Context: an optimization exercise on an open-source flow, tuned for small area. The choices shown serve that exercise and are no tape-out recipe.
At most, simulation tests tie the RTL to the original design; equivalence was not proved.
Only the layout flow was run in run 5; the RTL was not checked for function there.
Power is estimated from default activity; no workload was simulated.

## design/flow/config.mk

```make
export PLATFORM = sky130hd
export DESIGN_NAME = imem_loader
export DESIGN_NICKNAME = imem_loader
export VERILOG_FILES = /design/flow/design.v
export SDC_FILE = /design/flow/constraint.sdc
export NUM_CORES = 4
export LEC_CHECK = 0
export CAP_MARGIN = 20
export CORE_MARGIN = 2
export CORE_UTILIZATION = 60
export CTS_CLUSTER_DIAMETER = 80
export CTS_CLUSTER_SIZE = 24
export SETUP_SLACK_MARGIN = 0.2
export SLEW_MARGIN = 20
export SYNTH_HIERARCHICAL = 1
export SYNTH_MINIMUM_KEEP_SIZE = 0
```

## design/flow/constraint.sdc

```tcl
create_clock -name core_clock -period 8.0 [get_ports {clk}]
set_input_delay 1.6000 -clock core_clock [delete_from_list [all_inputs] [get_ports {clk}]]
set_output_delay 1.6000 -clock core_clock [all_outputs]
set_load 0.01 [all_outputs]
```

## design/flow/design.v

```verilog
module imem_loader #(
    parameter int          DEPTH_WORDS = 64,
    parameter logic [31:0] NOP_WORD    = 32'h00000013
) (
    input  logic         clk,
    input  logic         rst,
    input  logic         load_start,
    input  logic [6:0]   load_words,
    input  logic         byte_valid,
    input  logic [7:0]   byte_data,
    output logic         byte_ready,
    input  logic [7:0]   pc,
    output logic [31:0]  instruction,
    output logic         core_rst,
    output logic         load_done,
    output logic         load_err,
    output logic [6:0]   words_loaded
);
    localparam int NR = 16;   
    localparam int RL = 4;    
    localparam int NS = NR * RL + 1;   
    logic        st_load;
    logic        st_run;
    logic [1:0]  bcnt;
    logic [23:0] wbuf;
    logic [5:0]  tgt_m1;      
    logic [6:0]  wcnt;
    logic        done_q;
    logic        err_q;
    logic [31:0] pend;
    logic [5:0]  pidx;
    logic        pv;
    logic [2:0]  rot;
    logic [31:0] ring [NR][RL];
    logic legal, accept, wr_en, last_word, ins_now;
    assign legal     = (load_words != 7'd0) && (load_words <= 7'd64);
    assign accept    = byte_valid && st_load && !load_start;
    assign wr_en     = accept && (bcnt == 2'd3);
    assign last_word = (wcnt[5:0] == tgt_m1);
    assign ins_now   = pv && (rot[1:0] == ~pidx[1:0]);
    assign byte_ready   = st_load;
    assign core_rst     = !st_run;
    assign load_done    = done_q;
    assign load_err     = err_q;
    assign words_loaded = wcnt;
    always_ff @(posedge clk or negedge rst) begin
        if (!rst) begin
            st_load <= 1'b0;
            st_run  <= 1'b0;
            wcnt    <= 7'd0;
            done_q  <= 1'b0;
            err_q   <= 1'b0;
        end else begin
            done_q <= 1'b0;
            err_q  <= 1'b0;
            if (load_start) begin
                if (legal) begin
                    st_load <= 1'b1;
                    st_run  <= 1'b0;
                    wcnt    <= 7'd0;
                end else begin
                    err_q <= 1'b1;
                end
            end else if (wr_en) begin
                wcnt <= wcnt + 7'd1;
                if (last_word) begin
                    st_load <= 1'b0;
                    st_run  <= 1'b1;
                    done_q  <= 1'b1;
                end
            end
        end
    end
    always_ff @(posedge clk) begin
        if (load_start && legal) begin
            tgt_m1 <= 6'(load_words - 7'd1);
            bcnt   <= 2'd0;
        end else if (accept) begin
            bcnt <= bcnt + 2'd1;
            if (bcnt != 2'd3)
                wbuf[{bcnt, 3'b000} +: 8] <= byte_data;
        end
    end
    always_ff @(posedge clk) begin
        if (wr_en) begin
            pend <= {byte_data, wbuf};
            pidx <= wcnt[5:0];
            pv   <= 1'b1;
        end else if (ins_now) begin
            pv <= 1'b0;
        end
    end
    always_ff @(posedge clk)
        rot <= rot + 3'd1;
    logic [31:0] ins_data;
    logic [NR-1:0] ins, ins_n;
    logic [31:0] ring_in [NR];
    assign ins_data = pend ^ {32{rot[2]}};
    for (genvar g = 0; g < NR; g++) begin : g_ins
        assign ins[g]   = ins_now && (pidx[5:2] == 4'(g));
        assign ins_n[g] = !ins[g];
        for (genvar b = 0; b < 32; b++) begin : g_b
            oai22 u_ins (.a1(ins_data[b]), .a2(ins_n[g]), .b1(ring[g][RL-1][b]), .b2(ins[g]),
                         .y(ring_in[g][b]));
        end
    end
    always_ff @(posedge clk) begin
        for (int g = 0; g < NR; g++) begin
            ring[g][0] <= ring_in[g];
            for (int i = 1; i < RL; i++)
                ring[g][i] <= ring[g][i-1];
        end
    end
    logic [5:0]    ridx;
    logic          byp, pol;
    logic [1:0]    ppos;      
    logic [NR-1:0] row;
    logic [RL-1:0] col;
    logic [3:0]    pol_of;    
    logic [NS-1:0] sel;
    logic [NS-1:0] en;
    logic [31:0]   src [NS];
    assign ridx = pc[7:2];
    assign byp  = pv && (pidx == ridx);
    assign ppos = pidx[1:0] + rot[1:0];
    always_comb begin
        for (int j = 0; j < RL; j++) begin
            pol_of[j] = 1'(({1'b0, 2'(j)} + rot) >> 2);
            col[j]    = (ridx[1:0] == 2'(2'(j) - rot[1:0]));
        end
        for (int g = 0; g < NR; g++)
            row[g] = (ridx[5:2] == 4'(g));
        for (int g = 0; g < NR; g++)
            for (int i = 0; i < RL; i++) begin
                en[g*RL+i]  = !st_load && !(pv && pidx[5:2] == 4'(g) && ppos == 2'(i));
                src[g*RL+i] = ring[g][i];
            end
        en[NS-1]  = 1'b1;
        src[NS-1] = pend;
        pol = !st_load && !byp && pol_of[ridx[1:0]];
    end
    for (genvar g = 0; g < NR; g++) begin : g_sel
        for (genvar i = 0; i < RL; i++) begin : g_i
            and3 u_sel (.a(row[g]), .b(col[i]), .c(en[g*RL+i]), .y(sel[g*RL+i]));
        end
    end
    assign sel[NS-1] = !st_load && byp;
    localparam int N1 = (NS + 2) / 3;    
    localparam int N2 = (N1 + 3) / 4;    
    for (genvar b = 0; b < 32; b++) begin : g_rd
        logic [N1-1:0] t;
        logic [N2-1:0] u;
        for (genvar k = 0; k < N1; k++) begin : g_a
            localparam int J0 = 3 * k;
            localparam int J1 = (3 * k + 1 < NS) ? 3 * k + 1 : J0;
            localparam int J2 = (3 * k + 2 < NS) ? 3 * k + 2 : J0;
            aoi222 u_aoi (.a0(sel[J0]), .b0(src[J0][b]),
                          .a1(sel[J1]), .b1(src[J1][b]),
                          .a2(sel[J2]), .b2(src[J2][b]), .y(t[k]));
        end
        for (genvar k = 0; k < N2; k++) begin : g_n
            localparam int K0 = 4 * k;
            localparam int K1 = (4 * k + 1 < N1) ? 4 * k + 1 : K0;
            localparam int K2 = (4 * k + 2 < N1) ? 4 * k + 2 : K0;
            localparam int K3 = (4 * k + 3 < N1) ? 4 * k + 3 : K0;
            nand4 u_nand (.a(t[K0]), .b(t[K1]), .c(t[K2]), .d(t[K3]), .y(u[k]));
        end
        if (NOP_WORD[b]) begin : g_one
            or6x_set u_fin (.u(u), .p(pol), .s(st_load), .y(instruction[b]));
        end else begin : g_zero
            or6x u_fin (.u(u), .p(pol), .y(instruction[b]));
        end
    end
endmodule
module oai22 (
    input  logic a1,
    input  logic a2,
    input  logic b1,
    input  logic b2,
    output logic y
);
    assign y = !((a1 | a2) & (b1 | b2));
endmodule
module aoi222 (
    input  logic a0,
    input  logic b0,
    input  logic a1,
    input  logic b1,
    input  logic a2,
    input  logic b2,
    output logic y
);
    assign y = !((a0 & b0) | (a1 & b1) | (a2 & b2));
endmodule
module nand4 (
    input  logic a,
    input  logic b,
    input  logic c,
    input  logic d,
    output logic y
);
    assign y = !(a & b & c & d);
endmodule
module and3 (
    input  logic a,
    input  logic b,
    input  logic c,
    output logic y
);
    assign y = a & b & c;
endmodule
module or6x (
    input  logic [5:0] u,
    input  logic       p,
    output logic       y
);
    logic n0, n1;
    nor3 u_n0 (.a(u[0]), .b(u[1]), .c(u[2]), .y(n0));
    nor3 u_n1 (.a(u[3]), .b(u[4]), .c(u[5]), .y(n1));
    nand2x u_x (.a(n0), .b(n1), .p(p), .y(y));
endmodule
module or6x_set (
    input  logic [5:0] u,
    input  logic       p,
    input  logic       s,
    output logic       y
);
    logic n0, n1;
    nor3 u_n0 (.a(u[0]), .b(u[1]), .c(u[2]), .y(n0));
    nor3 u_n1 (.a(u[3]), .b(u[4]), .c(u[5]), .y(n1));
    nand2xs u_x (.a(n0), .b(n1), .p(p), .s(s), .y(y));
endmodule
module nor3 (
    input  logic a,
    input  logic b,
    input  logic c,
    output logic y
);
    assign y = !(a | b | c);
endmodule
module nand2x (
    input  logic a,
    input  logic b,
    input  logic p,
    output logic y
);
    assign y = !(a & b) ^ p;
endmodule
module nand2xs (
    input  logic a,
    input  logic b,
    input  logic p,
    input  logic s,
    output logic y
);
    assign y = (!(a & b) ^ p) | s;
endmodule
```

## design/flow/run.sh

```bash
#!/bin/bash
# synth_recipe.tcl (not shown) runs the flow's synth.tcl, then flattens the netlist and writes it again
# the make line also repeats each setting of config.mk as NAME=value (left out here)
make -C /OpenROAD-flow-scripts/flow DESIGN_CONFIG=/design/flow/config.mk WORK_HOME=/design/flow/orfs CLKGATE_MAP_FILE= SYNTH_SCRIPT=/design/flow/synth_recipe.tcl finish
```

==> qor.csv, run 1 <==
stage,metric,value,unit
outcome,status,no timing/DRC/antenna violations,
sta,"Worst Setup Slack, final",0.447,ns
hold_path,Worst Hold Class,reg -> reg,
logic_synthesis,"Warnings, synthesis",12,
sta,Hold WS,0.331,ns
power,Clk pwr share,33.1,%
clock_tree,CTS tree,yes,
route,via/cell ratio,7.16,
critical_path,crit-path max FO,32,
power,Net Sw Frac,20.5,%
route,router iterations before antenna repair,7,
logic_synthesis,Mapped Nets,4178,
floorplan,io pins,70,
critical_path,Worst path most repeated cell,clkdlybuf4s50_1,
grt,global-route wire length before repair,263,mm
finish,share of layout cells above drive strength 1,9.47,%
critical_path,R2R Setup Slk,4.56,ns
grt,met1 GRT Util,52.7,%
power,pwr dens,254,nW/µm²
finish,"Design Area, Final",65200,µm²
sta,Final Max Slew Viols,0,
grt,GR Layer Usage met2,50.6,%
grt,GRT Max-Usage Layer,met1,
grt,total grt overflow,0,
power,Leakage,24.7,nW
sta,Slew @ Worst Pin,1.16,ns
route,Final ANT Viol Nets,0,
critical_path,crit path launch type,input port,
logic_synthesis,top_reg_cell synth,dfxtp_1,
floorplan,core area,96900,µm²
power,"IR drop worst, VDD",0.189,mV
critical_path,CP peak stage delay,1.08,ns
floorplan,die area,100000,µm²
logic_synthesis,post-synth top area share,70.1,%
floorplan,Die Ht,317,µm
clock_tree,CTS resizes,0,
critical_path,CP Cell Sequence,"clkdlybuf4s50_1, xor2_1, and2_1, and3_2, a222oi_1, nand4_1, nor3_2, nand2_1, mux2i_1, clkdlybuf4s50_1",
critical_path,Required @ worst endpoint,6.40,ns
placement,Final GP Congestion,0.893,
placement,Place WS,0.585,ns
clock_tree,H-tree depth,3,
sta,RSZ-0062 raised after global routing,false,
logic_synthesis,Async SR Flop Fraction,0.516,%
finish,Layout area overhead,11.2,%
route,vias,41000,
finish,final core occ,67.3,%
grt,GRT Util Overall,35.5,%
placement,dpl cells,5618,
clock_tree,clock transition at the registers of the reported paths,0.09,ns
logic_synthesis,mapped cell area,58700,µm²
clock_tree,Clock Root Buffer,clkbuf_16,
logic_synthesis,synth top area cells,"dfxtp_1 (70%), a222oi_1 (12%), o22ai_1 (5.5%)",
finish,Nets,4480,
power,Reg power frac,65.7,%
grt,met3 usage,8.12,%
route,Post-route DRC,0,
clock_tree,Clock Tree Buf Depth,3,
floorplan,Starting Density,60.6,%
floorplan,Chip Width,317,µm
logic_synthesis,Avg Inst Size Synth,14.2,µm²
logic_synthesis,post-synthesis cell type count,53,
logic_synthesis,dominant cell type by area after synthesis,dfxtp_1,
power,Comb pwr share,1.2,%
power,Total Power,16.5,mW
logic_synthesis,Yosys reg bits,2133,
clock_tree,TritonCTS Buffers,98,
power,Sw Pwr,3.38,mW
logic_synthesis,"EDFF count, synth",68,
sta,Final Cycle Share,94.4,%
clock_tree,Skew-Pair Late Insertion Delay,0.71,ns
logic_synthesis,sequential area share after synthesis,74.0,%
sta,endpoints failing hold,0,
critical_path,WS Path Type,in -> out,
sta,Final Setup Violations,0,
clock_tree,Post-CTS Hold Buffers,0,
placement,HPWL Detailed,112,mm
grt,largest net degree at the start of global routing,45,
grt,vias in the first global route,38800,
route,Iteration-0 DRC Markers,7820,
sta,Rel. slew slack,22.4,%
placement,Port Buf Inserts,67,
critical_path,critical path endpoint category,output port,
placement,area of placed instances,62600,µm²
critical_path,"Arr. time, crit path",5.95,ns
logic_synthesis,Post-Synthesis Cells,4140,
finish,fin cells,5735,
route,routed len/inst,31.8,µm
job,# Max-Cap Violations,0,
clock_tree,Post-CTS Setup Repair Bufs,0,
floorplan,num rows,114,
route,drt total wl,182,mm
sta,Max Freq,0.132,GHz
grt,initial antenna violation count,4,
sta,setup TNS,0,ns
clock_tree,Sink Count,2133,
sta,clock period minus worst slack,7.55,ns
power,Internal Power,13.1,mW
critical_path,slowest CP cell,and3_2,
sta,Setup Skew,0.0236,ns
-- modules after synthesis (local to each module, per instance), excerpt --
module / flip-flops and latches / cells
and3: 0 / 1
aoi222: 0 / 1
nand4: 0 / 1
nand2x: 0 / 2
nand2xs: 0 / 4
nor3: 0 / 1
oai22: 0 / 1
-- cells by family after synthesis --
logic type                 synth area share [%]
DFF                                        74.0
AOI/OAI and AO/OA                          18.5
and+or+nand+nor                            5.26
xor gates and xnor gates                   1.31
buffers and inverters                     0.576
adders and majority gates                 0.235
muxes                                    0.0683
-- metal layers --
layer  up-vias  wire, µm
met2      2540     75600
met4         2      7590
met1     20400     77600
met3       327     21600
met5         -        13
li1      17800         -
-- sequential cells by signal, summed over array words and instances, names as in the netlist --
name / count
pidx: 6
err_q: 1
tgt_m1: 6
wbuf: 24
ring: 2048
st_load: 1
rot: 3
done_q: 1
bcnt: 2
st_run: 1
wcnt: 7
pv: 1
pend: 32
-- layout make-up --
type                    instances  area [µm²]
flip-flops and latches       2133       43400
repair buffers                233        2140
clock inverters                 5        62.6
well taps                    1276        1600
multi-input cells            1926       15200
diodes                          1        2.50
inverters                      50         188
fillers                      7088       31600
clock buffers                 111        2560
-- final timing paths --
path,start,endpoint,cells after the start
min in group asynchronous,rst,wcnt[1],1
max in group asynchronous,rst,st_load,1
hold reg to reg,ring[54][13],ring[55][13],0
setup reg to reg,pidx[0],ring[52][12],7
hold / removal,ring[54][13],ring[55][13],0
setup / recovery,pc[3],instruction[4],10
-- power groups by stage --
stage,Combinational [mW],Sequential [mW],Clock (mW)
final,0.198,10.9,5.47
after global routing,0.214,10.9,5.87
after detailed placement,0.192,11.1,0
after CTS,0.194,10.9,5.51
after global placement,0.191,11.1,0
after floorplan,0.107,11.1,0
-- synth_stat cells (2+ instances only) --
cell type,instances
a21oi_1,55
a21oi_2,10
a222oi_1,704
a31oi_1,3
and2_1,4
and3_1,64
buf_2,8
clkbuf_1,19
dfrtp_1,11
dfxtp_1,2054
edfxtp_1,68
ha_1,11
inv_1,50
mux2i_1,4
nand2_1,90
nand2b_1,8
nand3_1,5
nand3b_1,2
nand4_1,194
nor2_1,35
nor2b_1,3
nor3_1,15
nor3_2,65
nor4_1,5
o211ai_1,2
o21ai_0,28
o22ai_1,512
or3_1,2
xnor2_1,13
xor2_1,73
-- cells in the final DEF (no fill, tap or decap), types with 18 or more instances in the layout --
master,netlist,layout
dfxtp_1,2054,2053
a222oi_1,704,704
o22ai_1,512,512
nand4_1,194,194
buf_4,1,148
clkbuf_16,0,101
nand2_1,90,89
edfxtp_1,68,68
clkdlybuf4s50_1,0,67
nor3_2,65,66
a21oi_1,55,55
inv_1,50,48
xor2_1,73,41
and3_1,64,39
nor2_1,35,33
xor2_2,1,30
o21ai_0,28,28
and3_2,0,25
buf_12,0,18
-- worst max-delay path, delay by kind of cell --
family | cells | cell delay [ns]
mux | 1 | 0.28
xor+xnor | 1 | 0.25
buf+inv | 2 | 1.18
compound gates | 1 | 0.29
simple gates | 5 | 2.31
==> inputs of run 2 (changes only) <==
--- a/design/flow/config.mk
+++ b/design/flow/config.mk
@@ -8,9 +8,9 @@
 export CAP_MARGIN = 20
 export CORE_MARGIN = 2
 export CORE_UTILIZATION = 60
-export CTS_CLUSTER_DIAMETER = 80
-export CTS_CLUSTER_SIZE = 24
-export SETUP_SLACK_MARGIN = 0.2
+export CTS_CLUSTER_DIAMETER = 100
+export CTS_CLUSTER_SIZE = 30
+export SETUP_SLACK_MARGIN = 0.1
 export SLEW_MARGIN = 20
 export SYNTH_HIERARCHICAL = 1
 export SYNTH_MINIMUM_KEEP_SIZE = 0
==> run 2 against run 1 <==
  * Critical path depth rose by 1
  * Flip-flop and latch count is the same
  * Cell count fell by 0.35%
  * Sequential power is essentially flat
  * Clock skew rose by 0.0082 ns
  * Die area unchanged
  * Worst setup slack got worse by 0.024 ns
  * Fmax down 0.32%
  * Worst hold slack lost 0.0022 ns
  * Clock power shrank 7.9%
==> qor.csv, run 2 <==
stage,metric,value,unit,change
logic_synthesis,dominant cell type by area after synthesis,dfxtp_1,,
placement,HPWL Detailed,112,mm,unchanged
grt,total grt overflow,0,,unchanged
grt,global-route wire length before repair,263,mm,about the same
logic_synthesis,post-synthesis cell type count,53,,unchanged
route,Iteration-0 DRC Markers,7837,,+0.22%
grt,GRT Util Overall,35.5,%,about the same
sta,Final Max Slew Viols,0,,unchanged
sta,Hold WS,0.329,ns,-0.00222 ns
placement,Place WS,0.585,ns,unchanged
critical_path,Reg2Reg Depth,7,,unchanged
logic_synthesis,Yosys reg bits,2133,,unchanged
clock_tree,Post-CTS Hold Buffers,0,,unchanged
finish,Largest register FFs,2048,,unchanged
hold_path,hold-critical path depth,0,,unchanged
floorplan,core area,96900,µm²,unchanged
clock_tree,CTS resizes,0,,unchanged
logic_synthesis,Avg Inst Size Synth,14.2,µm²,unchanged
floorplan,die area,100000,µm²,unchanged
route,via/cell ratio,7.20,,+0.65%
critical_path,"Arr. time, crit path",5.98,ns,+0.03 ns
sta,setup TNS,0,ns,unchanged
clock_tree,H-tree depth,3,,unchanged
logic_synthesis,Async SR Flop Fraction,0.516,%,unchanged
logic_synthesis,sequential area share after synthesis,74.0,%,unchanged
clock_tree,Post-CTS Setup Repair Bufs,0,,unchanged
logic_synthesis,"Warnings, synthesis",12,,unchanged
placement,area of placed instances,62600,µm²,unchanged
power,"IR drop worst, VDD",0.240,mV,+27%
clock_tree,Clock Root Buffer,clkbuf_16,,
sta,Max Freq,0.132,GHz,-0.32%
logic_synthesis,synth top area cells,"dfxtp_1 (70%), a222oi_1 (12%), o22ai_1 (5.5%)",,
critical_path,critical path endpoint category,output port,,
route,drt total wl,182,mm,about the same
critical_path,CP Cell Sequence,"clkdlybuf4s50_1, xor2_1, and2_1, and3_1, buf_4, a222oi_1, nand4_1, nor3_2, nand2_1, xor2_1, clkdlybuf4s50_1",,
finish,"commonest non-fill, non-tap cell in the layout",dfxtp_1,,
route,Post-route DRC,0,,unchanged
logic_synthesis,Post-Synthesis Cells,4140,,unchanged
sta,Final Setup Violations,0,,unchanged
critical_path,cell family with most CP delay,simple AND/OR/NAND/NOR gates,,
critical_path,crit path launch type,input port,,
placement,Port Buf Inserts,67,,unchanged
critical_path,Required @ worst endpoint,6.40,ns,about the same
logic_synthesis,post-synth top area share,70.1,%,unchanged
clock_tree,CTS tree,yes,,
sta,endpoints failing hold,0,,unchanged
clock_tree,clock transition at the registers of the reported paths,0.10,ns,about the same
route,routed len/inst,31.9,µm,+0.27%
floorplan,io pins,70,,unchanged
route,Final ANT Viol Nets,0,,unchanged
logic_synthesis,most common cell in the netlist,dfxtp_1,,
clock_tree,Sink Count,2133,,unchanged
placement,dpl cells,5618,,unchanged
floorplan,num rows,114,,unchanged
critical_path,critical path depth in cells,11,,+1
finish,Diodes inserted,0,,-1
finish,Layout area overhead,10.4,%,
finish,"Design Area, Final",64800,µm²,-0.68%
clock_tree,Clock Tree Buf Depth,3,,unchanged
power,Leakage,24.5,nW,-0.88%
hold_path,Worst Hold Class,reg -> reg,,
floorplan,Starting Density,60.6,%,unchanged
critical_path,slowest CP cell,nor3_2,,
floorplan,Chip Width,317,µm,unchanged
critical_path,WS Path Type,in -> out,,
sta,RSZ-0062 raised after global routing,false,,
finish,Largest regs,"ring (2048), pend (32), wbuf (24)",,
finish,Biggest register,ring,,
grt,initial antenna violation count,4,,unchanged
logic_synthesis,mapped cell area,58700,µm²,unchanged
route,router iterations before antenna repair,12,,+5
finish,share of layout cells above drive strength 1,9.08,%,-0.39 points
critical_path,crit-path max FO,16,,-50%
clock_tree,Skew-Pair Late Insertion Delay,0.71,ns,about the same
logic_synthesis,Mapped Nets,4178,,unchanged
sta,Final Cycle Share,94.7,%,+0.30 points
placement,Final GP Congestion,0.893,,unchanged
outcome,status,no timing/DRC/antenna violations,,
floorplan,Die Ht,317,µm,unchanged
logic_synthesis,"EDFF count, synth",68,,unchanged
finish,"commonest cells after routing, fill and taps aside","dfxtp_1 (2,053), a222oi_1 (704), o22ai_1 (512)",,
sta,Slew @ Worst Pin,1.16,ns,-0.00211 ns
critical_path,CP peak stage delay,0.63,ns,-0.45 ns
logic_synthesis,top_reg_cell synth,dfxtp_1,,
sta,Setup Skew,0.0318,ns,+0.00816 ns
sta,clock period minus worst slack,7.58,ns,+0.0243 ns
grt,largest net degree at the start of global routing,45,,unchanged
finish,Nets,4463,,-0.38%
grt,vias in the first global route,38800,,-0.17%
logic_synthesis,most instantiated cells after synthesis,"dfxtp_1 (2,054), a222oi_1 (704), o22ai_1 (512), nand4_1 (194), nand2_1 (90)",,
power,pwr dens,249,nW/µm²,-1.9%
sta,"Worst Setup Slack, final",0.422,ns,-0.0243 ns
finish,fin cells,5715,,-0.35%
route,vias,41200,,+0.30%
clock_tree,TritonCTS Buffers,81,,-17%
sta,Rel. slew slack,22.5,%,+0.14 points
critical_path,Worst Path Buf+Inv,3,,+1
job,# Max-Cap Violations,0,,unchanged
run 2: worst register-to-register path, stage by stage, from the launching register on:
cell	delay, ns
edfxtp_1	0.44
ha_1	0.41
and2_2	0.45
nand2_2	0.53
buf_4	0.42
inv_1	0.41
buf_4	0.47
o22ai_1	0.19
run 2: layer usage:
layer  vias to the layer above  global-route usage (%)  wire length, µm
li1                      17700                       -                -
met1                     20500                    52.5            77400
met2                      2549                    50.7            75800
met3                       334                    8.31            21500
met4                         6                    13.3             7540
met5                         -                       0               37
run 2: power by group:
part / internal, mW / switching, mW / leakage (nW) / total, mW
sequential: 10.8 / 0.0707 / 17.9 / 10.9
clock: 1.93 / 3.11 / 1.07 / 5.04
combinational: 0.0624 / 0.135 / 5.49 / 0.198
total: 12.8 / 3.32 / 24.5 / 16.1
run 2: Yosys stat by module, one instance, submodules excluded, a selection:
module,cells inside,flip-flops and latches,area (µm²),copies in the design
oai22,1,0,6.26,512
and3,1,0,6.26,64
nand2xs,4,0,23.8,3
nand2x,2,0,12.5,29
imem_loader,2534,2133,45700,1
nand4,1,0,6.26,192
aoi222,1,0,10.0,704
nor3,1,0,10.0,64
run 2: through the flow:
stage / utilization [%] / total power [mW]
detailed placement: 64.6 / 11.3
global route: 66.9 / 16.5
global placement: 64.6 / 11.3
CTS: 66.9 / 16.1
finish: 66.9 / 16.1
floorplan: - / 11.2
run 2: cells by family (layout without fill, tap and decap cells):
family	after synthesis	after routing	synth area share [%]
and+or+nand+nor	503	503	5.26
AOI/OAI and AO/OA	1321	1321	18.5
adders and majority gates	11	11	0.235
muxes	4	4	0.0683
DFF	2133	2133	74.0
buffers and inverters	81	380	0.576
xor gates and xnor gates	87	87	1.31
run 2: final timing paths:
check / slack, ns / endpoint / startpoint
worst max-delay path: 0.42 / instruction[24] / pc[3]
worst min-delay path: 0.33 / ring[15][28] / ring[14][28]
worst max register to register: 4.53 / ring[52][7] / pidx[0]
worst min register to register: 0.33 / ring[15][28] / ring[14][28]
max in group asynchronous: 6.42 / st_load / rst
min in group asynchronous: 1.21 / wcnt[0] / rst
run 2: cell type report:
| type | count | area, µm² |
|---|---|---|
| clock inverter | 4 | 53.8 |
| clock buffer | 93 | 2140 |
| tap | 1276 | 1600 |
| sequential | 2133 | 43400 |
| multi-input combinational | 1926 | 15200 |
| inverter | 50 | 188 |
| fill | 7132 | 32100 |
| timing repair buffer | 233 | 2140 |
==> inputs of run 3 (changes only) <==
==> design/flow/config.mk (replaced) <==
export PLATFORM = sky130hd
export DESIGN_NAME = imem_loader
export DESIGN_NICKNAME = imem_loader
export VERILOG_FILES = /design/flow/design.v
export SDC_FILE = /design/flow/constraint.sdc
export NUM_CORES = 4
export LEC_CHECK = 0
export CAP_MARGIN = 10
export CORE_MARGIN = 2
export CORE_UTILIZATION = 65
export CTS_CLUSTER_DIAMETER = 80
export CTS_CLUSTER_SIZE = 30
export SETUP_SLACK_MARGIN = 0.1
export SLEW_MARGIN = 10
export SYNTH_HIERARCHICAL = 1
export SYNTH_MINIMUM_KEEP_SIZE = 0
==> run 3 against run 2 <==
  * Clock power about the same
  * Critical endpoint is now instruction[13]
  * Worst setup slack better by 0.026 ns
  * Routed wire length down 1.2%
  * Core utilization up 5.2 points
  * Synthesized cell count unchanged
  * Still clean
  * Flip-flop and latch count unchanged
==> qor.csv, run 3 <==
stage,metric,value,unit,change
clock_tree,H-tree depth,3,,unchanged
route,drt total wl,180,mm,-1.2%
route,via/cell ratio,7.36,,+2.2%
route,Final ANT Viol Nets,0,,unchanged
power,Clk pwr share,31.2,%,about the same
power,Comb pwr share,1.2,%,about the same
floorplan,core area,89700,µm²,-7.3%
logic_synthesis,most common cell in the netlist,dfxtp_1,,
critical_path,Required @ worst endpoint,6.40,ns,about the same
floorplan,Chip Width,304,µm,-3.9%
logic_synthesis,"Warnings, synthesis",12,,unchanged
floorplan,io pins,70,,unchanged
power,Net Sw Frac,20.5,%,-0.12 points
route,routed len/inst,32.0,µm,+0.29%
clock_tree,CTS tree,yes,,
logic_synthesis,Mapped Nets,4178,,unchanged
logic_synthesis,top_reg_cell synth,dfxtp_1,,
job,# Max-Cap Violations,0,,unchanged
power,Sw Pwr,3.29,mW,-0.64%
outcome,status,no timing/DRC/antenna violations,,
logic_synthesis,mapped cell area,58700,µm²,unchanged
finish,Largest regs,"ring (2048), pend (32), wbuf (24)",,
grt,global-route wire length before repair,262,mm,about the same
route,Iteration-0 DRC Markers,8209,,+4.7%
sta,Slew @ Worst Pin,1.32,ns,+0.164 ns
sta,Max Freq,0.132,GHz,+0.34%
placement,Port Buf Inserts,67,,unchanged
sta,endpoints failing hold,0,,unchanged
power,"IR drop worst, VDD",0.207,mV,-14%
sta,Hold WS,0.340,ns,+0.0109 ns
finish,Nets,4478,,+0.34%
grt,largest net degree at the start of global routing,65,,+44%
finish,final core occ,72.1,%,+5.2 points
logic_synthesis,synth top area cells,"dfxtp_1 (70%), a222oi_1 (12%), o22ai_1 (5.5%)",,
clock_tree,CTS resizes,0,,unchanged
placement,Place WS,0.576,ns,-0.00887 ns
power,Leakage,24.6,nW,+0.33%
logic_synthesis,Yosys reg bits,2133,,unchanged
grt,total grt overflow,0,,unchanged
floorplan,num rows,110,,-3.5%
placement,HPWL Detailed,112,mm,+0.55%
floorplan,Die Ht,304,µm,-3.9%
sta,Final Cycle Share,94.4,%,-0.32 points
finish,Largest register FFs,2048,,unchanged
hold_path,Worst Hold Class,reg -> reg,,
sta,Final Max Slew Viols,0,,unchanged
grt,initial antenna violation count,0,,-4
power,pwr dens,249,nW/µm²,about the same
finish,"Design Area, Final",64700,µm²,-0.17%
sta,setup TNS,0,ns,unchanged
critical_path,crit path launch type,input port,,
finish,Biggest register,ring,,
finish,"commonest cells after routing, fill and taps aside","dfxtp_1 (2,053), a222oi_1 (704), o22ai_1 (512)",,
sta,"Worst Setup Slack, final",0.448,ns,+0.0255 ns
critical_path,"Arr. time, crit path",5.95,ns,-0.03 ns
critical_path,critical path endpoint category,output port,,
critical_path,WS Path Type,in -> out,,
finish,Filler Cells Inserted,6177,,-13%
logic_synthesis,most instantiated cells after synthesis,"dfxtp_1 (2,054), a222oi_1 (704), o22ai_1 (512), nand4_1 (194), nand2_1 (90)",,
power,Total Power,16.1,mW,about the same
clock_tree,Post-CTS Setup Repair Bufs,0,,unchanged
logic_synthesis,Avg Inst Size Synth,14.2,µm²,unchanged
logic_synthesis,Post-Synthesis Cells,4140,,unchanged
logic_synthesis,dominant cell type by area after synthesis,dfxtp_1,,
sta,Final Setup Violations,0,,unchanged
finish,fin cells,5632,,-1.5%
clock_tree,Sink Count,2133,,unchanged
route,Post-route DRC,0,,unchanged
logic_synthesis,Async SR Flop Fraction,0.516,%,unchanged
sta,Rel. slew slack,11.6,%,-11 points
finish,"commonest non-fill, non-tap cell in the layout",dfxtp_1,,
clock_tree,Skew-Pair Late Insertion Delay,0.71,ns,about the same
sta,Setup Skew,0.0237,ns,-0.00808 ns
floorplan,die area,92700,µm²,-7.6%
clock_tree,Post-CTS Hold Buffers,0,,unchanged
route,vias,41400,,+0.67%
logic_synthesis,"EDFF count, synth",68,,unchanged
logic_synthesis,post-synth top area share,70.1,%,unchanged
clock_tree,clock transition at the registers of the reported paths,0.11,ns,about the same
logic_synthesis,sequential area share after synthesis,74.0,%,unchanged
clock_tree,TritonCTS Buffers,81,,unchanged
power,Internal Power,12.8,mW,about the same
placement,Final GP Congestion,0.902,,+0.97%
clock_tree,Clock Tree Buf Depth,3,,unchanged
finish,Layout area overhead,10.2,%,
placement,area of placed instances,62500,µm²,-0.20%
sta,RSZ-0062 raised after global routing,false,,
grt,vias in the first global route,39700,,+2.4%
sta,clock period minus worst slack,7.55,ns,-0.0255 ns
floorplan,Starting Density,65.4,%,+4.8 points
route,router iterations before antenna repair,12,,unchanged
critical_path,crit-path max FO,16,,unchanged
finish,share of layout cells above drive strength 1,9.18,%,+0.10 points
power,Reg power frac,67.5,%,about the same
grt,GRT Util Overall,37.7,%,+2.2 points
placement,dpl cells,5533,,-1.5%
logic_synthesis,post-synthesis cell type count,53,,unchanged
clock_tree,Clock Root Buffer,clkbuf_16,,
run 3: cell count changes in the layout (fill, tap and decap cells not counted), moves of 9 or more:
cell,delta
buf_4,+24
and3_1,+9
and3_2,-9
buf_12,-9
run 3: layer usage:
metal	global-route usage, %	wire length (µm)	vias up
li1	-	-	17700
met1	54.7	72900	20500
met2	53.5	74700	2849
met3	9.12	23400	394
met4	17.4	9090	0
met5	0	0	-
run 3: cells by family (layout without fill, tap and decap cells):
group                    after synthesis  after routing  share of synthesized area (%)
adder cells (fa/ha/maj)               11             11                          0.235
flip-flops                          2133           2133                           74.0
AO/OA/AOI/OAI                       1321           1321                           18.5
other                                  0              1                              0
XOR/XNOR                              87             87                           1.31
AND/OR/NAND/NOR                      503            503                           5.26
multiplexers                           4              4                         0.0683
buffers and inverters                 81            396                          0.576
run 3: worst max-delay path: stages:
cell and delay (ns):
clkdlybuf4s50_1 0.55, xor2_1 0.22, nor2_1 0.74, and3_1 0.87, buf_4 0.37, a222oi_1 0.12, nand4_1 0.44, nor3_2 0.18
nand2_1 0.13, xor2_1 0.16, clkdlybuf4s50_1 0.56
run 3: worst paths after layout:
path | start | endpoint | slack (ns) | depth (start not counted)
max | pc[3] | instruction[13] | 0.45 | 11
min | ring[38][11] | ring[39][11] | 0.34 | 0
max reg2reg | pidx[0] | ring[48][18] | 4.18 | 7
min reg2reg | ring[38][11] | ring[39][11] | 0.34 | 0
max in group asynchronous | rst | st_load | 6.40 | 1
min in group asynchronous | rst | wcnt[2] | 1.23 | 1
run 3: modules after synthesis, one instance, submodules excluded, excerpt:
module	flip-flops and latches	cells
aoi222	0	1
nand2x	0	2
nand2xs	0	4
imem_loader	2133	2534
nand4	0	1
and3	0	1
nor3	0	1
oai22	0	1
run 3: final cells by class:
type,count,area (µm²),share of cell area (%)
Clock inverter,4,53.8,0.0832
Tap cell,1176,1470,2.28
Multi-Input combinational cell,1926,15200,23.5
Sequential cell,2133,43400,67.2
Clock buffer,94,2150,3.32
Antenna cell,1,2.50,0.00387
Timing Repair Buffer,248,2140,3.31
Inverter,50,188,0.290
run 3: power by group through the flow:
| stage | registers [mW] | logic [mW] | clock network (mW) |
|---|---|---|---|
| floorplan | 11.1 | 0.107 | 0 |
| global placement | 11.1 | 0.188 | 0 |
| detailed placement | 11.1 | 0.191 | 0 |
| CTS | 10.9 | 0.193 | 5.06 |
| global route | 10.9 | 0.211 | 5.41 |
| finish | 10.9 | 0.198 | 5.03 |
==> inputs of run 4 (changes only) <==
--- a/design/flow/design.v
+++ b/design/flow/design.v
@@ -112,39 +112,31 @@
         end
     end
     logic [5:0]    ridx;
-    logic          byp, pol;
-    logic [1:0]    ppos;      
+    logic          byp, ra, pol;
     logic [NR-1:0] row;
     logic [RL-1:0] col;
     logic [3:0]    pol_of;    
     logic [NS-1:0] sel;
-    logic [NS-1:0] en;
     logic [31:0]   src [NS];
     assign ridx = pc[7:2];
     assign byp  = pv && (pidx == ridx);
-    assign ppos = pidx[1:0] + rot[1:0];
+    assign ra   = !st_load && !byp;
     always_comb begin
         for (int j = 0; j < RL; j++) begin
             pol_of[j] = 1'(({1'b0, 2'(j)} + rot) >> 2);
             col[j]    = (ridx[1:0] == 2'(2'(j) - rot[1:0]));
         end
         for (int g = 0; g < NR; g++)
-            row[g] = (ridx[5:2] == 4'(g));
+            row[g] = ra && (ridx[5:2] == 4'(g));
+        pol = ra && pol_of[ridx[1:0]];
         for (int g = 0; g < NR; g++)
             for (int i = 0; i < RL; i++) begin
-                en[g*RL+i]  = !st_load && !(pv && pidx[5:2] == 4'(g) && ppos == 2'(i));
+                sel[g*RL+i] = row[g] && col[i];
                 src[g*RL+i] = ring[g][i];
             end
-        en[NS-1]  = 1'b1;
+        sel[NS-1] = !st_load && byp;
         src[NS-1] = pend;
-        pol = !st_load && !byp && pol_of[ridx[1:0]];
-    end
-    for (genvar g = 0; g < NR; g++) begin : g_sel
-        for (genvar i = 0; i < RL; i++) begin : g_i
-            and3 u_sel (.a(row[g]), .b(col[i]), .c(en[g*RL+i]), .y(sel[g*RL+i]));
-        end
-    end
-    assign sel[NS-1] = !st_load && byp;
+    end
     localparam int N1 = (NS + 2) / 3;    
     localparam int N2 = (N1 + 3) / 4;    
     for (genvar b = 0; b < 32; b++) begin : g_rd
@@ -201,14 +193,6 @@
 );
     assign y = !(a & b & c & d);
 endmodule
-module and3 (
-    input  logic a,
-    input  logic b,
-    input  logic c,
-    output logic y
-);
-    assign y = a & b & c;
-endmodule
 module or6x (
     input  logic [5:0] u,
     input  logic       p,
==> run 4 against run 3 <==
  * Still clean
  * Die area decreased by 0.92%
  * Sequential share of layout area rose by 0.25 points
  * Clock power is essentially flat
  * Routed wire length is essentially flat
  * Worst hold slack worse by 0.013 ns
  * Non-clock buffer count decreased by 29
  * Clock skew rose by 0.0048 ns
  * Combinational power up 6%
  * Count of clock-buffer cells in the layout grew 1
  * Synthesized cell count is 2.0% lower
  * Critical endpoint unchanged
  * Largest cell class unchanged
==> qor.csv, run 4 <==
stage,metric,value,unit,change
clock_tree,Clock Root Buffer,clkbuf_16,,
finish,Multi-input gate area,15200,µm²,-0.21%
hold_path,Worst Hold Class,reg -> reg,,
finish,register area,43400,µm²,about the same
logic_synthesis,Mapped Nets,4092,,-2.1%
route,Iteration-0 DRC Markers,8173,,-0.44%
critical_path,"Arr. time, crit path",6.21,ns,+0.26 ns
sta,endpoints failing hold,0,,unchanged
logic_synthesis,mapped cell area,58100,µm²,-0.94%
floorplan,Chip Width,303,µm,-0.46%
sta,setup TNS,0,ns,unchanged
sta,clock period minus worst slack,7.81,ns,+0.261 ns
grt,total grt overflow,0,,unchanged
clock_tree,TritonCTS Buffers,81,,unchanged
critical_path,crit-path max FO,14,,-2
logic_synthesis,sequential area share after synthesis,74.7,%,+0.70 points
job,# Max-Cap Violations,0,,unchanged
sta,RSZ-0062 raised after global routing,false,,
clock_tree,CTS resizes,0,,unchanged
critical_path,WS Path Type,in -> out,,
finish,Largest regs,"ring (2048), pend (32), wbuf (24)",,
sta,Slew @ Worst Pin,1.38,ns,+0.0593 ns
critical_path,crit path launch type,input port,,
logic_synthesis,post-synth top area share,70.8,%,+0.66 points
sta,Max Freq,0.128,GHz,-3.3%
grt,largest net degree at the start of global routing,65,,unchanged
critical_path,critical path endpoint category,output port,,
clock_tree,Clock Tree Buf Depth,3,,unchanged
floorplan,Die Ht,303,µm,-0.46%
finish,share of layout cells above drive strength 1,9.82,%,+0.64 points
logic_synthesis,"Warnings, synthesis",12,,unchanged
route,router iterations before antenna repair,27,,+15
floorplan,num rows,109,,-0.91%
clock_tree,Sink Count,2133,,unchanged
power,Leakage,23.8,nW,-3.2%
finish,Filler Cells Inserted,6068,,-1.8%
sta,Final Max Slew Viols,0,,unchanged
grt,global-route wire length before repair,260,mm,-0.95%
logic_synthesis,synth top area cells,"dfxtp_1 (71%), a222oi_1 (12%), o22ai_1 (5.5%)",,
clock_tree,Skew-Pair Late Insertion Delay,0.72,ns,about the same
placement,Final GP Congestion,0.854,,-5.3%
critical_path,CP startpoint,pc[3],,
route,drt total wl,180,mm,about the same
clock_tree,Post-CTS Setup Repair Bufs,0,,unchanged
clock_tree,clock transition at the registers of the reported paths,0.10,ns,about the same
grt,GRT Util Overall,38.5,%,+0.75 points
clock_tree,CTS tree,yes,,
finish,"commonest non-fill, non-tap cell in the layout",dfxtp_1,,
logic_synthesis,Async SR Flop Fraction,0.516,%,unchanged
finish,"commonest cells after routing, fill and taps aside","dfxtp_1 (2,053), a222oi_1 (704), o22ai_1 (512)",,
finish,fin cells,5516,,-2.1%
floorplan,Starting Density,65.7,%,+0.28 points
power,pwr dens,253,nW/µm²,+1.6%
hold_path,Worst Min Path Start,ring[14][12],,
clock_tree,Post-CTS Hold Buffers,0,,unchanged
floorplan,die area,91800,µm²,-0.92%
placement,dpl cells,5415,,-2.1%
floorplan,io pins,70,,unchanged
sta,Final Cycle Share,97.7,%,+3.3 points
clock_tree,H-tree depth,3,,unchanged
logic_synthesis,most common cell in the netlist,dfxtp_1,,
logic_synthesis,Avg Inst Size Synth,14.3,µm²,+1.1%
sta,Setup Skew,0.0285,ns,+0.00480 ns
logic_synthesis,top_reg_cell synth,dfxtp_1,,
critical_path,FF-to-FF Start,st_load,,
finish,Layout area overhead,10.8,%,
logic_synthesis,most instantiated cells after synthesis,"dfxtp_1 (2,054), a222oi_1 (704), o22ai_1 (512), nand4_1 (194), nand2_1 (87)",,
route,via/cell ratio,7.41,,+0.72%
logic_synthesis,post-synthesis cell type count,42,,-21%
route,Post-route DRC,0,,unchanged
logic_synthesis,dominant cell type by area after synthesis,dfxtp_1,,
power,"IR drop worst, VDD",0.199,mV,-3.8%
sta,Rel. slew slack,7.20,%,-4.4 points
logic_synthesis,Yosys reg bits,2133,,unchanged
outcome,status,no timing/DRC/antenna violations,,
logic_synthesis,Post-Synthesis Cells,4056,,-2.0%
floorplan,core area,88500,µm²,-1.4%
logic_synthesis,"EDFF count, synth",68,,unchanged
sta,Final Setup Violations,0,,unchanged
placement,Port Buf Inserts,67,,unchanged
grt,vias in the first global route,38700,,-2.5%
route,vias,40900,,-1.4%
placement,HPWL Detailed,111,mm,-1.6%
power,Total Power,16.3,mW,+1.3%
route,routed len/inst,32.7,µm,+2.2%
critical_path,Required @ worst endpoint,6.40,ns,about the same
grt,initial antenna violation count,9,,+9
finish,Largest register FFs,2048,,unchanged
route,Final ANT Viol Nets,0,,unchanged
finish,Biggest register,ring,,
finish,Nets,4369,,-2.4%
-- run 4: cell count changes after synthesis, sizes merged, moves of 4 or more --
cell and delta:
nor2b +4, nor2 +7, clkbuf -8, inv -17
nor3b +5, nand3 +16, and2 -4, a21oi -65
nor3 +38, and3 -61
-- run 4: worst max-delay path, cell delays in order --
cell and delay (ns):
clkdlybuf4s50_1 0.63, xnor2_1 0.15, nand4_1 0.23, o211ai_1 0.42, buf_4 0.34, nor2_2 0.23, buf_4 0.26, a222oi_1 0.34
nand4_1 0.38, nor3_2 0.44, nand2_1 0.12, xor2_1 0.40, clkdlybuf4s50_1 0.63
-- run 4: area by class of cell --
cell class / instances / share of cell area [%]
Antenna cell: 2 / 0.00777
Timing Repair Buffer: 219 / 3.12
Inverter: 33 / 0.192
Clock inverter: 4 / 0.0913
Tap cell: 1165 / 2.26
Sequential cell: 2133 / 67.4
Clock buffer: 95 / 3.33
Multi-Input combinational cell: 1865 / 23.6
-- run 4: routing by layer --
| layer | global-route usage [%] | routed length [µm] | vias up | part of all wire [%] |
|---|---|---|---|---|
| met1 | 55.6 | 72300 | 20200 | 40 |
| met2 | 54.5 | 74000 | 2844 | 41 |
| met5 | 0 | 84 | - | 0.047 |
| li1 | - | - | 17400 | - |
| met3 | 9.74 | 24300 | 428 | 13 |
| met4 | 17.6 | 9720 | 12 | 5.4 |
-- run 4: power breakdown --
part           internal (mW)  switching, mW
clock                   1.93           3.08
combinational         0.0689          0.141
sequential              10.9          0.139
-- run 4: path summary, 6_finish.rpt --
kind	slack [ns]	endpoint	cells after the start
setup / recovery	0.19	instruction[13]	13
hold / removal	0.33	ring[15][12]	0
setup reg to reg	4.82	wcnt[2]	5
hold reg to reg	0.33	ring[15][12]	0
max in group asynchronous	6.40	err_q	1
min in group asynchronous	1.23	st_run	1
-- run 4: cell families after synthesis --
kind of cell / synth area share (%)
xor gates and xnor gates: 1.30
buffers and inverters: 0.413
adders and majority gates: 0.194
AOI/OAI and AO/OA: 18.0
muxes: 0.103
DFF: 74.7
and+or+nand+nor: 5.23
-- run 4: modules after synthesis (local to each module, per instance), excerpt --
| module | cell area [µm²] | flip-flops and latches |
|---|---|---|
| imem_loader | 45600 | 2133 |
| nand2xs | 23.8 | 0 |
| nand2x | 12.5 | 0 |
| aoi222 | 10.0 | 0 |
| nor3 | 10.0 | 0 |
| nand4 | 6.26 | 0 |
| oai22 | 6.26 | 0 |
-- run 4: stage by stage --
step	worst slack, ns	hold slack (ns)	instance area (µm²)	utilization, %
floorplan	0.666	0.330	58100	-
global placement	0.405	0.330	62200	70.3
detailed placement	0.317	0.335	62200	70.3
CTS	0.304	0.328	64400	72.8
global route	0.102	0.334	64400	72.8
finish	0.186	0.327	64400	72.8
==> inputs of run 5 (changes only) <==
--- a/design/flow/design.v
+++ b/design/flow/design.v
@@ -157,11 +157,7 @@
             localparam int K3 = (4 * k + 3 < N1) ? 4 * k + 3 : K0;
             nand4 u_nand (.a(t[K0]), .b(t[K1]), .c(t[K2]), .d(t[K3]), .y(u[k]));
         end
-        if (NOP_WORD[b]) begin : g_one
-            or6x_set u_fin (.u(u), .p(pol), .s(st_load), .y(instruction[b]));
-        end else begin : g_zero
-            or6x u_fin (.u(u), .p(pol), .y(instruction[b]));
-        end
+        assign instruction[b] = ((|u) ^ pol) | (st_load && NOP_WORD[b]);
     end
 endmodule
 module oai22 (
@@ -193,49 +189,3 @@
 );
     assign y = !(a & b & c & d);
 endmodule
-module or6x (
-    input  logic [5:0] u,
-    input  logic       p,
-    output logic       y
-);
-    logic n0, n1;
-    nor3 u_n0 (.a(u[0]), .b(u[1]), .c(u[2]), .y(n0));
-    nor3 u_n1 (.a(u[3]), .b(u[4]), .c(u[5]), .y(n1));
-    nand2x u_x (.a(n0), .b(n1), .p(p), .y(y));
-endmodule
-module or6x_set (
-    input  logic [5:0] u,
-    input  logic       p,
-    input  logic       s,
-    output logic       y
-);
-    logic n0, n1;
-    nor3 u_n0 (.a(u[0]), .b(u[1]), .c(u[2]), .y(n0));
-    nor3 u_n1 (.a(u[3]), .b(u[4]), .c(u[5]), .y(n1));
-    nand2xs u_x (.a(n0), .b(n1), .p(p), .s(s), .y(y));
-endmodule
-module nor3 (
-    input  logic a,
-    input  logic b,
-    input  logic c,
-    output logic y
-);
-    assign y = !(a | b | c);
-endmodule
-module nand2x (
-    input  logic a,
-    input  logic b,
-    input  logic p,
-    output logic y
-);
-    assign y = !(a & b) ^ p;
-endmodule
-module nand2xs (
-    input  logic a,
-    input  logic b,
-    input  logic p,
-    input  logic s,
-    output logic y
-);
-    assign y = (!(a & b) ^ p) | s;
-endmodule
==> design/flow/config.mk (replaced) <==
export PLATFORM = sky130hd
export DESIGN_NAME = imem_loader
export DESIGN_NICKNAME = imem_loader
export VERILOG_FILES = /design/flow/design.v
export SDC_FILE = /design/flow/constraint.sdc
export NUM_CORES = 4
export LEC_CHECK = 0
export CAP_MARGIN = 20
export CORE_MARGIN = 2
export CORE_UTILIZATION = 60
export CTS_CLUSTER_DIAMETER = 100
export CTS_CLUSTER_SIZE = 30
export SLEW_MARGIN = 20
export SYNTH_HIERARCHICAL = 1
export SYNTH_MINIMUM_KEEP_SIZE = 0
==> run 5 against run 4 <==
  * Now fails the layout checks on setup timing
  * Core utilization is 5.1 points lower
  * Critical endpoint is now instruction[30]
  * Cell count rose by 1.6%
  * Power increased by 1.8%
  * Largest cell class unchanged
  * Register-to-register slack improved by 0.05 ns
==> qor.csv, run 5 <==
stage,metric,value,unit,change
outcome,status,failed layout checks,,
outcome,Layout Check Fails,setup timing,,
logic_synthesis,post-synth top area share,71.3,%,+0.52 points
power,pwr dens,258,nW/µm²,+1.9%
placement,Final GP Congestion,0.882,,+3.3%
sta,endpoints failing hold,0,,unchanged
route,routed len/inst,32.4,µm,-0.80%
clock_tree,clock transition at the registers of the reported paths,0.10,ns,about the same
route,Final ANT Viol Nets,0,,unchanged
clock_tree,H-tree depth,3,,unchanged
logic_synthesis,"Warnings, synthesis",12,,unchanged
finish,Layout area overhead,11.6,%,
sta,"Worst Setup Slack, final",-0.0361,ns,-0.222 ns
sta,Setup Skew,0.0315,ns,+0.00298 ns
grt,global-route wire length before repair,261,mm,+0.33%
critical_path,crit path launch type,input port,,
finish,Largest regs,"ring (2048), pend (32), wbuf (24)",,
critical_path,critical path endpoint category,output port,,
finish,"commonest cells after routing, fill and taps aside","dfxtp_1 (2,053), a222oi_1 (704), o22ai_1 (512)",,
grt,GRT Util Overall,35.9,%,-2.6 points
route,Iteration-0 DRC Markers,7762,,-5.0%
placement,dpl cells,5500,,+1.6%
finish,share of layout cells above drive strength 1,9.52,%,-0.30 points
floorplan,Starting Density,60.6,%,-5.0 points
floorplan,num rows,113,,+3.7%
grt,initial antenna violation count,12,,+3
sta,Slew @ Worst Pin,1.21,ns,-0.177 ns
sta,Rel. slew slack,19.5,%,+12 points
sta,Final Max Slew Viols,0,,unchanged
sta,Final Setup Violations,1,,+1
route,via/cell ratio,7.18,,-3.1%
route,routed metal-1 wirelength,73.6,mm,+1.8%
finish,Filler Cells Inserted,6904,,+14%
finish,fin cells,5606,,+1.6%
logic_synthesis,post-synthesis cell type count,48,,+14%
clock_tree,Clock Root Buffer,clkbuf_16,,
route,Post-route DRC,0,,unchanged
sta,Hold WS,0.315,ns,-0.0117 ns
logic_synthesis,sequential area share after synthesis,75.3,%,+0.55 points
power,Leakage,23.6,nW,-0.72%
job,# Max-Cap Violations,0,,unchanged
route,router iterations before antenna repair,13,,-52%
critical_path,FF-to-FF Start,rot[0],,
grt,largest net degree at the start of global routing,40,,-38%
route,DR WL met2,79.1,mm,+6.8%
critical_path,R2R Path End,ring[16][29],,
logic_synthesis,dominant cell type by area after synthesis,dfxtp_1,,
critical_path,"Arr. time, crit path",6.44,ns,+0.23 ns
placement,Port Buf Inserts,67,,unchanged
finish,Biggest register,ring,,
floorplan,Chip Width,314,µm,+3.7%
power,"IR drop worst, VDD",0.236,mV,+19%
critical_path,Required @ worst endpoint,6.40,ns,about the same
sta,Max Freq,0.124,GHz,-2.8%
hold_path,sink of the worst hold path,ring[50][13],,
critical_path,Reg2Reg Depth,9,,+4
logic_synthesis,mapped cell area,57700,µm²,-0.73%
floorplan,Die Ht,314,µm,+3.7%
placement,Place WS,0.0303,ns,-0.286 ns
logic_synthesis,synth top area cells,"dfxtp_1 (71%), a222oi_1 (12%), o22ai_1 (5.6%)",,
clock_tree,Clock Tree Buf Depth,3,,unchanged
sta,clock period minus worst slack,8.04,ns,+0.222 ns
finish,Nets,4358,,-0.25%
finish,"Design Area, Final",64400,µm²,about the same
logic_synthesis,most common cell in the netlist,dfxtp_1,,
placement,area of placed instances,62000,µm²,-0.37%
floorplan,die area,98600,µm²,+7.4%
logic_synthesis,"EDFF count, synth",68,,unchanged
critical_path,crit-path max FO,12,,-2
clock_tree,Skew-Pair Late Insertion Delay,0.71,ns,about the same
clock_tree,Sink Count,2133,,unchanged
logic_synthesis,Avg Inst Size Synth,14.4,µm²,+0.16%
critical_path,WS Path Type,in -> out,,
logic_synthesis,most instantiated cells after synthesis,"dfxtp_1 (2,054), a222oi_1 (704), o22ai_1 (512), nand4_1 (195), nor2_1 (87)",,
logic_synthesis,Yosys reg bits,2133,,unchanged
logic_synthesis,top_reg_cell synth,dfxtp_1,,
sta,Final Cycle Share,100,%,+2.8 points
route,DR top layer,met5,,
grt,vias in the first global route,38100,,-1.6%
sta,setup TNS,-0.0361,ns,-0.0361 ns
hold_path,Worst Min Path Start,ring[49][13],,
finish,Largest register FFs,2048,,unchanged
logic_synthesis,Post-Synthesis Cells,4020,,-0.89%
hold_path,Worst Hold Class,reg -> reg,,
hold_path,hold-critical path depth,0,,unchanged
placement,HPWL Detailed,111,mm,+0.44%
route,drt total wl,182,mm,+0.82%
logic_synthesis,Async SR Flop Fraction,0.516,%,unchanged
grt,total grt overflow,0,,unchanged
floorplan,core area,95200,µm²,+7.5%
route,vias,40300,,-1.5%
finish,"commonest non-fill, non-tap cell in the layout",dfxtp_1,,
clock_tree,TritonCTS Buffers,81,,unchanged
clock_tree,CTS tree,yes,,
critical_path,R2R Setup Slk,4.87,ns,+0.05 ns
floorplan,io pins,70,,unchanged
route,routed wl met3,20.5,mm,-16%
logic_synthesis,Mapped Nets,4055,,-0.90%
-- run 5: area by class of cell --
| type | count | area (µm²) | area share, % |
|---|---|---|---|
| well taps | 1265 | 1580 | 2.46 |
| diodes | 1 | 2.50 | 0.00389 |
| clock inverters | 3 | 47.5 | 0.0738 |
| multi-input cells | 1823 | 14900 | 23.1 |
| repair buffers | 243 | 2140 | 3.33 |
| flip-flops and latches | 2133 | 43400 | 67.5 |
| clock buffers | 97 | 2170 | 3.37 |
| inverters | 41 | 154 | 0.239 |
-- run 5: how the worst max path moves through the flow --
stage                           end  cells after the start  startpoint  slack (ns)
floorplan            instruction[0]                     11       pc[7]        1.02
CTS                 instruction[26]                     13       pc[3]        0.04
finish              instruction[30]                     12       pc[3]       -0.04
detailed placement  instruction[26]                     13       pc[3]        0.03
global placement     instruction[0]                     14       pc[3]        0.05
global route         instruction[3]                     14       pc[3]       -0.02
-- run 5: metrics by stage --
| step | total power, mW | utilization (%) |
|---|---|---|
| global route | 17.1 | 67.7 |
| finish | 16.6 | 67.7 |
| detailed placement | 11.8 | 65.1 |
| global placement | 11.8 | 65.1 |
| CTS | 16.6 | 67.5 |
| floorplan | 11.6 | - |
-- run 5: power by group --
group / internal [mW] / switching, mW / total, mW
registers: 11.1 / 0.191 / 11.2
logic: 0.0971 / 0.203 / 0.300
clock network: 1.95 / 3.10 / 5.06
total: 13.1 / 3.50 / 16.6
-- run 5: cell families (layout without fill, tap and decap cells) --
kind of cell             after synthesis  after routing  synth area share (%)
XOR/XNOR                              86             86                  1.32
flip-flops                          2133           2133                  75.3
adder cells (fa/ha/maj)                8              8                 0.174
multiplexers                           2              2                0.0390
buffers and inverters                 64            384                 0.518
other                                  0              1                     0
AND/OR/NAND/NOR                      460            460                  4.35
AO/OA/AOI/OAI                       1267           1267                  18.3
-- run 5: critical path, stage by stage --
cell and delay, ns:
clkdlybuf4s50_1 0.56, xor2_1 0.23, o41a_4 0.57, nand3_2 0.29, nor2_2 0.25, buf_12 0.23, a222oi_1 0.38, nand4_1 0.36
or4_1 0.81, nor3_1 0.39, xor2_1 0.17, clkdlybuf4s50_1 0.55
-- run 5: repair_timing --
| action | CTS | global route |
|---|---|---|
| endpoints found under the setup margin | 0 | 26 |
| resized for setup | 0 | 26 |
| buffers inserted | 0 | 2 |
| hold buffers | 0 | 0 |
-- run 5: modules after synthesis (local to each module, per instance) --
module | flip-flops and latches | cell area (µm²)
oai22 | 0 | 6.26
aoi222 | 0 | 10.0
imem_loader | 2133 | 46200
nand4 | 0 | 6.26
-- run 5: per-layer routing --
metal,vias to the layer above,track usage [%]
met5,-,0
met1,20200,50.3
met4,6,15.4
met2,2446,53.7
li1,17400,-
met3,284,8.13

## separate check: timing with driven ports
In the flow no input, the clock included, has a driving cell. The finished layouts below were timed again as built, in two steps.
Step 1 assumes that a clkbuf_16 drives the clock port and a buf_2 every other input.
Step 2 times the ports against the registers' clock, not the clock port: input delays grow and output delays shrink by t, the midpoint of the rising clock arrivals with the driver on.
Slacks: ideal ports / drivers / drivers and shift; pairs: ideal ports / drivers.
run	t, ns	slack for setup (ns)	worst setup path at the end	slew at the worst register clock pin (ns)
run 1	0.778	0.447 / 0.377 / 0.377	input to output	0.10 / 0.10
run 2	0.779	0.422 / 0.358 / 0.358	input to output	0.12 / 0.12
run 3	0.768	0.448 / 0.402 / 0.402	input to output	0.11 / 0.11
run 4	0.774	0.186 / 0.099 / 0.099	input to output	0.12 / 0.12
run 5	0.760	-0.036 / -0.061 / -0.061	input to output	0.12 / 0.12
For run 4, which loses most, drivers alone change the setup slack by -0.087 ns; drivers and shift together by -0.087 ns.
